Source: an optimization exercise on an open RTL-to-GDS flow (aim: small area, a short achievable clock period and few clock cycles per item). Production flows keep margins and buffers that such runs may drop. In this exercise RTL edits were held to simulation tests only and were not proved equivalent to the original. Power is estimated from default activity; no workload was simulated.

// stream_byte_reassembler_core
module stream_byte_reassembler_core (
	input  logic               clk,
	input  logic               arst_n,
	input  logic               req_valid,
	output logic               req_stall,
	input  logic               kind,
	input  logic [POS_W-1:0]   stream_index,
	input  logic [BYTE_W-1:0]  data_byte,
	input  logic               ends_stream,
	input  logic [SPACE_W-1:0] downstream_space,
	output logic               rsp_valid,
	input  logic               rsp_stall,
	output logic               out_valid,
	output logic [BYTE_W-1:0]  out_byte,
	output logic               last_of_run,
	output logic [SPACE_W-1:0] pending_count,
	output logic               stream_closed
);
export LEC_CHECK = 0
export CAP_MARGIN = 20
export CORE_MARGIN = 2
export CORE_UTILIZATION = 55
export CTS_BUF_LIST = sky130_fd_sc_hd__clkbuf_4 sky130_fd_sc_hd__clkbuf_8
export SETUP_SLACK_MARGIN = 3.0
export SLEW_MARGIN = 20
create_clock -name core_clock -period 6.0 [get_ports {clk}]
run.sh (not shown) runs the stock make flow with config.mk's settings and CLKGATE_MAP_FILE= SYNTH_SCRIPT=/design/flow/synth_recipe.tcl, a recipe that flattens the netlist after the stock synthesis.
Testbench counts at the start, summed over its fixed seeds: cycles 14,740, items 9,629.
Edit:
ABC_AREA = 1   (was unset)
CORE_UTILIZATION = 40   (was 55)
=> The changed run completed without violations; design area went up by 4.5%; cell count went up by 42%; power went up by 100%; synthesized cell count went up by 49%; synthesized area went up by 4.2%; clock power went up by 10%.
Edit:
ABC_AREA = unset   (was 1)
The new run went through all stages and came out clean.
Die area drops by 4.0%.
Flip-flop and latch count is unchanged.
Register-to-register slack gets worse by 0.07 ns.
Design area decreases by 1.7%.
Non-clock buffer count came out higher by 61.
First-iteration DRC count went down by 20%.
Global-route usage decreases by 0.53 points.
Via count is lower by about 18%.
Total power went down by 49%.
Worst setup slack is worse by 0.014 ns.
Cell count decreases by 22%.

the previous run:
stream_byte_reassembler_core, a different RTL version from the one above (not shown whole).
Size: ~750 flip-flops, ~73 I/O pins, ~36000 um^2 of cells after synthesis.
clock: 6.0 ns
lec_check: 0
cap_margin: 20
core_margin: 2
core_utilization: 40
cts_buf_list: sky130_fd_sc_hd__clkbuf_4 sky130_fd_sc_hd__clkbuf_8
setup_slack_margin: 3.0
slew_margin: 20
The previous run has completed all stages; timing, DRC and antenna checks passed.
Testbench counts of the previous run, summed over its fixed seeds: cycles 14,740, items 9,629.
diff inputs: the previous run => the current run
- CTS_BUF_LIST: sky130_fd_sc_hd__clkbuf_4 sky130_fd_sc_hd__clkbuf_8 -> sky130_fd_sc_hd__clkbuf_4 sky130_fd_sc_hd__clkbuf_8 sky130_fd_sc_hd__clkbuf_16
- CTS_CLUSTER_DIAMETER: unset -> 60
- CTS_CLUSTER_SIZE: unset -> 24
[summary]
The current run reached the final stage; the timing, DRC and antenna checks on its layout passed.
Relative to the previous run, the number of fillers in the final layout of the current run is lower by 53.
Summary of the current run over the previous run: count of non-filler cells in the finished layout shows a reduction of 110, met2 wire length has decreased, source-to-sink clock delay at the later pin of the worst-skew pair dropped 110 ps, worst endpoint data arrival time saw a decrease, total wirelength of the detailed-routed design decreased 0.86%.
Re number of global-route vias before repair: the current run is 2.2% down on the previous run.
In the reports for the current run and the previous run, the larger design area belongs to the previous run.

The RTL this note starts from:
==> flow/design.v <==
package sbr_pkg;
	localparam int WINDOW  = 64;
	localparam int IW      = $clog2(WINDOW);
	localparam int POS_W   = 32;
	localparam int BYTE_W  = 8;
	localparam int SPACE_W = 7;
endpackage
import sbr_pkg::*;
module stream_byte_reassembler_core (
	input  logic               clk,
	input  logic               arst_n,
	input  logic               req_valid,
	output logic               req_stall,
	input  logic               kind,
	input  logic [POS_W-1:0]   stream_index,
	input  logic [BYTE_W-1:0]  data_byte,
	input  logic               ends_stream,
	input  logic [SPACE_W-1:0] downstream_space,
	output logic               rsp_valid,
	input  logic               rsp_stall,
	output logic               out_valid,
	output logic [BYTE_W-1:0]  out_byte,
	output logic               last_of_run,
	output logic [SPACE_W-1:0] pending_count,
	output logic               stream_closed
);
	function automatic logic [IW-1:0] pe64(input logic [WINDOW-1:0] x);
		logic [WINDOW-1:0]      v;
		logic [WINDOW*IW-1:0]   ix;
		logic [WINDOW-1:0]      nv;
		logic [WINDOW*IW-1:0]   nix;
		begin
			v  = x;
			ix = '0;
			for (int l = 0; l < IW; l++) begin
				nv  = '0;
				nix = '0;
				for (int i = 0; i < (WINDOW >> (l + 1)); i++) begin
					nv[i] = v[2*i] | v[2*i+1];
					for (int b = 0; b < IW; b++) begin
						if (b < l)
							nix[i*IW+b] = v[2*i] ? ix[(2*i)*IW+b] : ix[(2*i+1)*IW+b];
						else if (b == l)
							nix[i*IW+b] = !v[2*i];
					end
				end
				v  = nv;
				ix = nix;
			end
			pe64 = ix[IW-1:0];
		end
	endfunction
	logic              qv_q;
	logic [IW-1:0]     qplo_q;
	logic [SPACE_W-1:0] qd_q;
	logic              qsmall_q;
	logic [BYTE_W-1:0] qbyte_q;
	logic [SPACE_W-1:0] qroom_q;
	logic [POS_W-1:0]  next_q;
	logic [WINDOW-1:0] rel_q;
	logic [BYTE_W-1:0] ring_q [WINDOW];
	logic [POS_W-1:0]  end_q;
	logic              end_known_q;
	logic              blk_q;       
	logic              em_q;
	logic              r1v_q, r1d_q, r1l_q, r1f_q, r1nm_q, r1pcl_q;
	logic [BYTE_W-1:0] r1b_q;
	logic [IW-1:0]     r1rk_q;
	logic [SPACE_W-1:0] r1er_q;
	logic              r2v_q, r2d_q, r2l_q, r2f_q, r2nm_q, r2pcl_q;
	logic [BYTE_W-1:0] r2b_q;
	logic [IW-1:0]     r2k_q;
	logic [SPACE_W-1:0] r2er_q;
	logic              ov_q;
	logic              od_q;
	logic [BYTE_W-1:0] ob_q;
	logic              ol_q;
	logic [SPACE_W-1:0] op_q;
	logic              oc_q;
	logic              o_free, r2_move, r2_free, r1_move, r1_free;
	logic              do_proc, do_emit, take, adv;
	assign o_free    = !ov_q || !rsp_stall;
	assign r2_move   = r2v_q && o_free;
	assign r2_free   = !r2v_q || o_free;
	assign r1_move   = r1v_q && r2_free;
	assign r1_free   = !r1v_q || r2_free;
	assign do_emit   = em_q && r1_free;
	assign do_proc   = qv_q && !em_q && !blk_q && r1_free;
	assign take      = req_valid && !req_stall;
	logic              sta_q, stb_q;
	logic              qv_n, em_n, blk_n, r1v_n, r2v_n, ov_n;
	assign req_stall = sta_q || (stb_q && rsp_stall);
	logic [IW-1:0]     h, d6;
	logic              closed, in_range, in_win, st0, nm;
	logic              z0, z1, nonempty, last0, last_e;
	logic [WINDOW-1:0] ddec, setv;
	logic [SPACE_W-1:0] room1;
	logic [BYTE_W-1:0] rd_byte;
	assign h      = next_q[IW-1:0];
	assign d6     = qd_q[IW-1:0];
	assign closed = oc_q;
	assign in_range = qsmall_q && !qd_q[IW];
	assign in_win   = !closed && in_range && (qd_q < qroom_q);
	assign st0      = in_win && (d6 == '0);
	assign nm       = in_win && !rel_q[d6];
	assign room1    = qroom_q - SPACE_W'(1);
	always_comb begin
		for (int i = 0; i < WINDOW; i++) begin
			ddec[i] = (d6 == IW'(i));
		end
	end
	assign setv = ddec & {WINDOW{in_win}};
	assign z0       = !(rel_q[0] || (in_range && (d6 == IW'(0)))) || (qroom_q == '0);
	assign z1       = !(rel_q[1] || (in_range && (d6 == IW'(1)))) || (qroom_q == SPACE_W'(1));
	assign nonempty = !closed && !z0;
	assign last0    = closed || z0 || z1;
	assign last_e   = (r1rk_q == IW'(1)) || !rel_q[1];
	logic [SPACE_W-1:0] er;
	logic               er_small;
	logic [POS_W-SPACE_W-1:0] nh, nh1;
	assign nh       = next_q[POS_W-1:SPACE_W];
	assign nh1      = nh + 1'b1;
	assign er       = end_q[SPACE_W-1:0] - next_q[SPACE_W-1:0];
	assign er_small = (end_q[SPACE_W-1:0] < next_q[SPACE_W-1:0]) ? (end_q[POS_W-1:SPACE_W] == nh1)
	                                                           : (end_q[POS_W-1:SPACE_W] == nh);
	assign rd_byte = ring_q[h];
	assign adv     = (do_proc && nonempty) || do_emit;
	logic [WINDOW-1:0] kdec, kz;
	always_comb begin
		for (int i = 0; i < WINDOW; i++) begin
			kdec[i] = (r1rk_q == IW'(i));
		end
	end
	assign kz = ~rel_q | kdec;
	logic [SPACE_W-1:0] kfull, pa_new;
	logic               cl_new;
	assign kfull  = {1'b0, r2k_q} + SPACE_W'(r2d_q);
	assign pa_new = op_q + SPACE_W'(r2nm_q) - kfull;
	assign cl_new = oc_q || (r2pcl_q && (r2er_q == kfull));
	logic [SPACE_W-1:0]  lo, dn;
	logic                eqa, eqb, sn;
	assign lo  = stream_index[SPACE_W-1:0] - next_q[SPACE_W-1:0];
	assign eqa = (stream_index[POS_W-1:SPACE_W] == nh);
	assign eqb = (stream_index[POS_W-1:SPACE_W] == nh1);
	always_comb begin
		sn = (stream_index[SPACE_W-1:0] >= next_q[SPACE_W-1:0]) ? eqa : eqb;
		dn = lo;
		if (adv) begin
			dn = lo - SPACE_W'(1);
			sn = (sn && (lo != '0)) || (eqb && (lo == '0));
		end
	end
	always_comb begin
		qv_n  = take ? 1'b1 : do_proc ? 1'b0 : qv_q;
		em_n  = do_proc ? !last0 : do_emit ? !last_e : em_q;
		blk_n = do_proc ? (!closed && end_known_q && er_small)
		                : (r2_move && r2f_q && r2pcl_q) ? 1'b0 : blk_q;
		r1v_n = (do_proc || do_emit) ? 1'b1 : r1_move ? 1'b0 : r1v_q;
		r2v_n = r1_move ? 1'b1 : r2_move ? 1'b0 : r2v_q;
		ov_n  = r2_move ? 1'b1 : !rsp_stall ? 1'b0 : ov_q;
	end
	always_ff @(posedge clk or negedge arst_n) begin
		if (!arst_n) begin
			qv_q        <= 1'b0;
			next_q      <= '0;
			rel_q       <= '0;
			end_known_q <= 1'b0;
			blk_q       <= 1'b0;
			em_q        <= 1'b0;
			r1v_q       <= 1'b0;
			r2v_q       <= 1'b0;
			ov_q        <= 1'b0;
			sta_q       <= 1'b0;
			stb_q       <= 1'b0;
			op_q        <= '0;
			oc_q        <= 1'b0;
		end else begin
			qv_q  <= qv_n;
			em_q  <= em_n;
			blk_q <= blk_n;
			r1v_q <= r1v_n;
			r2v_q <= r2v_n;
			ov_q  <= ov_n;
			sta_q <= qv_n && (em_n || blk_n);
			stb_q <= qv_n && r1v_n && r2v_n && ov_n;
			if (take && ends_stream) begin
				end_known_q <= 1'b1;
			end
			if (adv) begin
				next_q <= next_q + POS_W'(1);
			end
			if (do_proc) begin
				if (nonempty) begin
					rel_q <= (rel_q | setv) >> 1;
				end else begin
					rel_q <= rel_q | setv;
				end
			end else if (do_emit) begin
				rel_q <= rel_q >> 1;
			end
			if (r2_move && r2f_q) begin
				op_q <= pa_new;
				oc_q <= cl_new;
			end
		end
	end
	always_ff @(posedge clk) begin
		if (qv_q && !em_q && in_win) ring_q[qplo_q] <= qbyte_q;
	end
	always_ff @(posedge clk) begin
		if (take) begin
			qplo_q   <= stream_index[IW-1:0];
			qd_q     <= dn;
			qsmall_q <= sn && !kind;
			qbyte_q  <= data_byte;
			qroom_q  <= (downstream_space > SPACE_W'(WINDOW)) ? SPACE_W'(WINDOW) : downstream_space;
			if (ends_stream) end_q <= stream_index + POS_W'(!kind);
		end else if (adv) begin
			qd_q <= qd_q - SPACE_W'(1);
			if (qd_q == '0) qsmall_q <= 1'b0;
		end
		if (do_proc) begin
			r1d_q   <= nonempty;
			r1b_q   <= !nonempty ? '0 : st0 ? qbyte_q : rd_byte;
			r1l_q   <= last0;
			r1f_q   <= 1'b1;
			r1nm_q  <= nm;
			r1pcl_q <= !closed && end_known_q && er_small;
			r1er_q  <= er;
			r1rk_q  <= room1[IW-1:0];
		end else if (do_emit) begin
			r1rk_q  <= r1rk_q - IW'(1);
			r1d_q   <= 1'b1;
			r1b_q   <= rd_byte;
			r1l_q   <= last_e;
			r1f_q   <= 1'b0;
		end
		if (r1_move) begin
			r2d_q   <= r1d_q;
			r2b_q   <= r1b_q;
			r2l_q   <= r1l_q;
			r2f_q   <= r1f_q;
			r2nm_q  <= r1nm_q;
			r2pcl_q <= r1pcl_q;
			r2er_q  <= r1er_q;
			r2k_q   <= r1d_q ? pe64(kz) : '0;
		end
		if (r2_move) begin
			od_q <= r2d_q;
			ob_q <= r2b_q;
			ol_q <= r2l_q;
		end
	end
	assign rsp_valid     = ov_q;
	assign out_valid     = od_q;
	assign out_byte      = ob_q;
	assign last_of_run   = ol_q;
	assign pending_count = op_q;
	assign stream_closed = oc_q;
endmodule
==> flow/config.mk <==
export PLATFORM = sky130hd
export DESIGN_NAME = stream_byte_reassembler_core
export DESIGN_NICKNAME = stream_byte_reassembler_core
export VERILOG_FILES = /design/flow/design.v
export SDC_FILE = /design/flow/constraint.sdc
export NUM_CORES = 4
export LEC_CHECK = 0
export CAP_MARGIN = 20
export CORE_MARGIN = 2
export CORE_UTILIZATION = 40
export CTS_BUF_LIST = sky130_fd_sc_hd__clkbuf_4 sky130_fd_sc_hd__clkbuf_8 sky130_fd_sc_hd__clkbuf_16
export CTS_CLUSTER_DIAMETER = 60
export CTS_CLUSTER_SIZE = 18
export SETUP_SLACK_MARGIN = 3.0
export SLEW_MARGIN = 20
==> flow/constraint.sdc <==
create_clock -name core_clock -period 6.0 [get_ports {clk}]
set_input_delay 1.2000 -clock core_clock [delete_from_list [all_inputs] [get_ports {clk}]]
set_output_delay 1.2000 -clock core_clock [all_outputs]
set_load 0.01 [all_outputs]
The starting point passed the timing, DRC and antenna checks.
Testbench counts at the start, summed over its fixed seeds: cycles 14,740, items 9,629.
Then changed:
- CTS_BUF_LIST: sky130_fd_sc_hd__clkbuf_4 sky130_fd_sc_hd__clkbuf_8 sky130_fd_sc_hd__clkbuf_16 -> sky130_fd_sc_hd__clkbuf_4 sky130_fd_sc_hd__clkbuf_8
- CTS_CLUSTER_DIAMETER: 60 -> default
- CTS_CLUSTER_SIZE: 18 -> default
The changed run passed the timing, DRC and antenna checks.
Count of clock-buffer cells in the layout grows by 101.
Area after synthesis does not change.
Clock power grows by 27%.
Routed wire length grows by 0.41%.
Worst setup slack is worse by 12 ps.
Synthesized cell count stays the same.
Global-route usage grows by 0.50 points.
Cell area grows by 1.2%.

stream_byte_reassembler_core, a different RTL version from the one above (not shown whole).
Size: ~2500 cells after synthesis, about 730 flip-flops, ~73 I/O pins.
make LEC_CHECK=0 CAP_MARGIN=20 CORE_MARGIN=2 CORE_UTILIZATION=40 SETUP_SLACK_MARGIN=2.0 SLEW_MARGIN=20 finish   # period 6.0 ns
The first run produced a clean layout.
Testbench counts at the start, summed over its fixed seeds: cycles 14,732, items 9,629.
Rerun with:
Settings changed: SETUP_SLACK_MARGIN 2.0 to 2.8.
What happened: The new run completed without violations. Area after synthesis stays the same. Worst setup slack gains 0.57 ns. Synthesized cell count is unchanged. Clock power rises by 4.7%. Non-clock buffer count rises by 110. Power rises by 6.2%.

RTL: one of the versions met above, not the one the previous note started from.
Size in the first run: about 2500 cells after synthesis, ~760 flip-flops, ~73 I/O pins.
Settings: LEC_CHECK=0, CAP_MARGIN=20, CORE_MARGIN=2, CORE_UTILIZATION=50, CTS_BUF_LIST=sky130_fd_sc_hd__clkbuf_4 sky130_fd_sc_hd__clkbuf_8 sky130_fd_sc_hd__clkbuf_16, CTS_CLUSTER_DIAMETER=60, CTS_CLUSTER_SIZE=24, SETUP_SLACK_MARGIN=3.0, SLEW_MARGIN=20; clock period 6.0 ns.
The baseline passed the timing, DRC and antenna checks.
Testbench counts at the start, summed over its fixed seeds: cycles 14,740, items 9,629.
Rerun with:
Settings changed: CORE_UTILIZATION 50 to 40, SETUP_SLACK_MARGIN 3.0 to 3.15.
Outcome: Wire length goes up by about 3.6%. Power grows by 0.72%. Cell area rose by 4.0%. Worst setup slack gains 0.068 ns. Critical path depth drops by 2. Clock power climbs by about 1%. Sequential share of layout area is lower by 2.1 points.
Rerun with:
Settings changed: PLACE_DENSITY set to 0.72, SETUP_SLACK_MARGIN 3.15 to 3.0.
Outcome: The changed run passed the timing, DRC and antenna checks; via count came out lower by 2.7%; global-route usage came out lower by 2.4 points; synthesized area stays the same; first-iteration DRC count came out higher by 9.1%; routed wire length came out lower by 8.8%; core utilization came out lower by 1.4 points; die area does not change; setup slack is worse by 0.0066 ns.
Rerun with:
Settings changed: PLACE_DENSITY 0.72 to unset, SETUP_SLACK_MARGIN 3.0 to 3.3, TNS_END_PERCENT set to 0.
What happened:
- clock-buffer cell count grows by 2
- die area does not change
- final cell count grows by 0.57%
- cell area grows by about 0.56%
- setup slack gets worse by 0.075 ns
- utilization grows by 0.26 points
- wire length grows by about 8%
- synthesized cell count does not change
- clock skew shrinks by 0.025 ns
Rerun with:
Settings changed: SETUP_SLACK_MARGIN 3.3 to 3.0.
The new run finished clean; worst setup slack got worse by 0.090 ns; final area is lower by 2.6%; via count fell by 2.2%.
Rerun with:
Settings changed: SETUP_SLACK_MARGIN 3.0 to 3.2, TNS_END_PERCENT 0 to 50.
Outcome:
- power is lower by about 1.3%
- sequential share of layout area decreases by 2.6 points
- final cell count goes up by about 3.3%
- sequential power barely changes
- via count rose by about 3.2%
- register-to-register slack gains 0.23 ns
- clock-buffer cell count rises by 1
- fmax rose by about 8%
- final area climbs by about 5%
- wire length increases by 3.9%

==> what the ideal ports hide <==
In the flow no input, the clock included, has a driving cell. The finished layouts below were timed again as built, in two steps. Step 1: set_driving_cell puts a clkbuf_16 on clk and a buf_2 on each other input, an assumption about the parent block. Step 2 moves the port delays by t, midway between the first and last clock arrival at a register: inputs arrive t later, outputs are due t later. That takes back most of the time a late clock gives input paths. Slacks: no drivers / after step 1 / after step 2; pairs: no drivers / after step 1.
run | t (ns) | slack for setup (ns) | worst slew at a driven data input, ns
the first run of note 1 | 0.799 | 2.931 / 2.970 / 2.171 | 0.07
the second run of note 1 | 0.861 | 3.039 / 3.016 / 2.288 | 0.12
the third run of note 1 | 0.867 | 3.025 / 3.020 / 2.261 | 0.13
the previous run | 0.811 | 2.938 / 2.907 / 2.096 | 0.10
the current run | 0.724 | 2.951 / 2.932 / 2.207 | 0.10
the first run of note 3 | 0.708 | 2.920 / 2.920 / 2.312 | 0.08
the second run of note 3 | 0.875 | 2.908 / 2.908 / 2.101 | 0.08
the first run of note 4 | 0.700 | 2.001 / 2.001 / 1.507 | 0.11
the second run of note 4 | 0.707 | 2.574 / 2.574 / 2.176 | 0.09
the first run of note 5 | 0.715 | 2.969 / 2.965 / 2.345 | 0.06
the second run of note 5 | 0.701 | 3.037 / 3.037 / 2.374 | 0.13
the third run of note 5 | 0.719 | 3.030 / 2.969 / 2.321 | 0.13
the fourth run of note 5 | 0.736 | 2.955 / 2.955 / 2.343 | 0.12
the fifth run of note 5 | 0.738 | 2.865 / 2.865 / 2.156 | 0.14
the sixth run of note 5 | 0.718 | 3.090 / 3.090 / 2.451 | 0.15
After both steps setup and hold are still met in every run listed. For the previous run, which loses most, drivers alone change the setup slack by -0.031 ns; drivers and shift together by -0.842 ns.
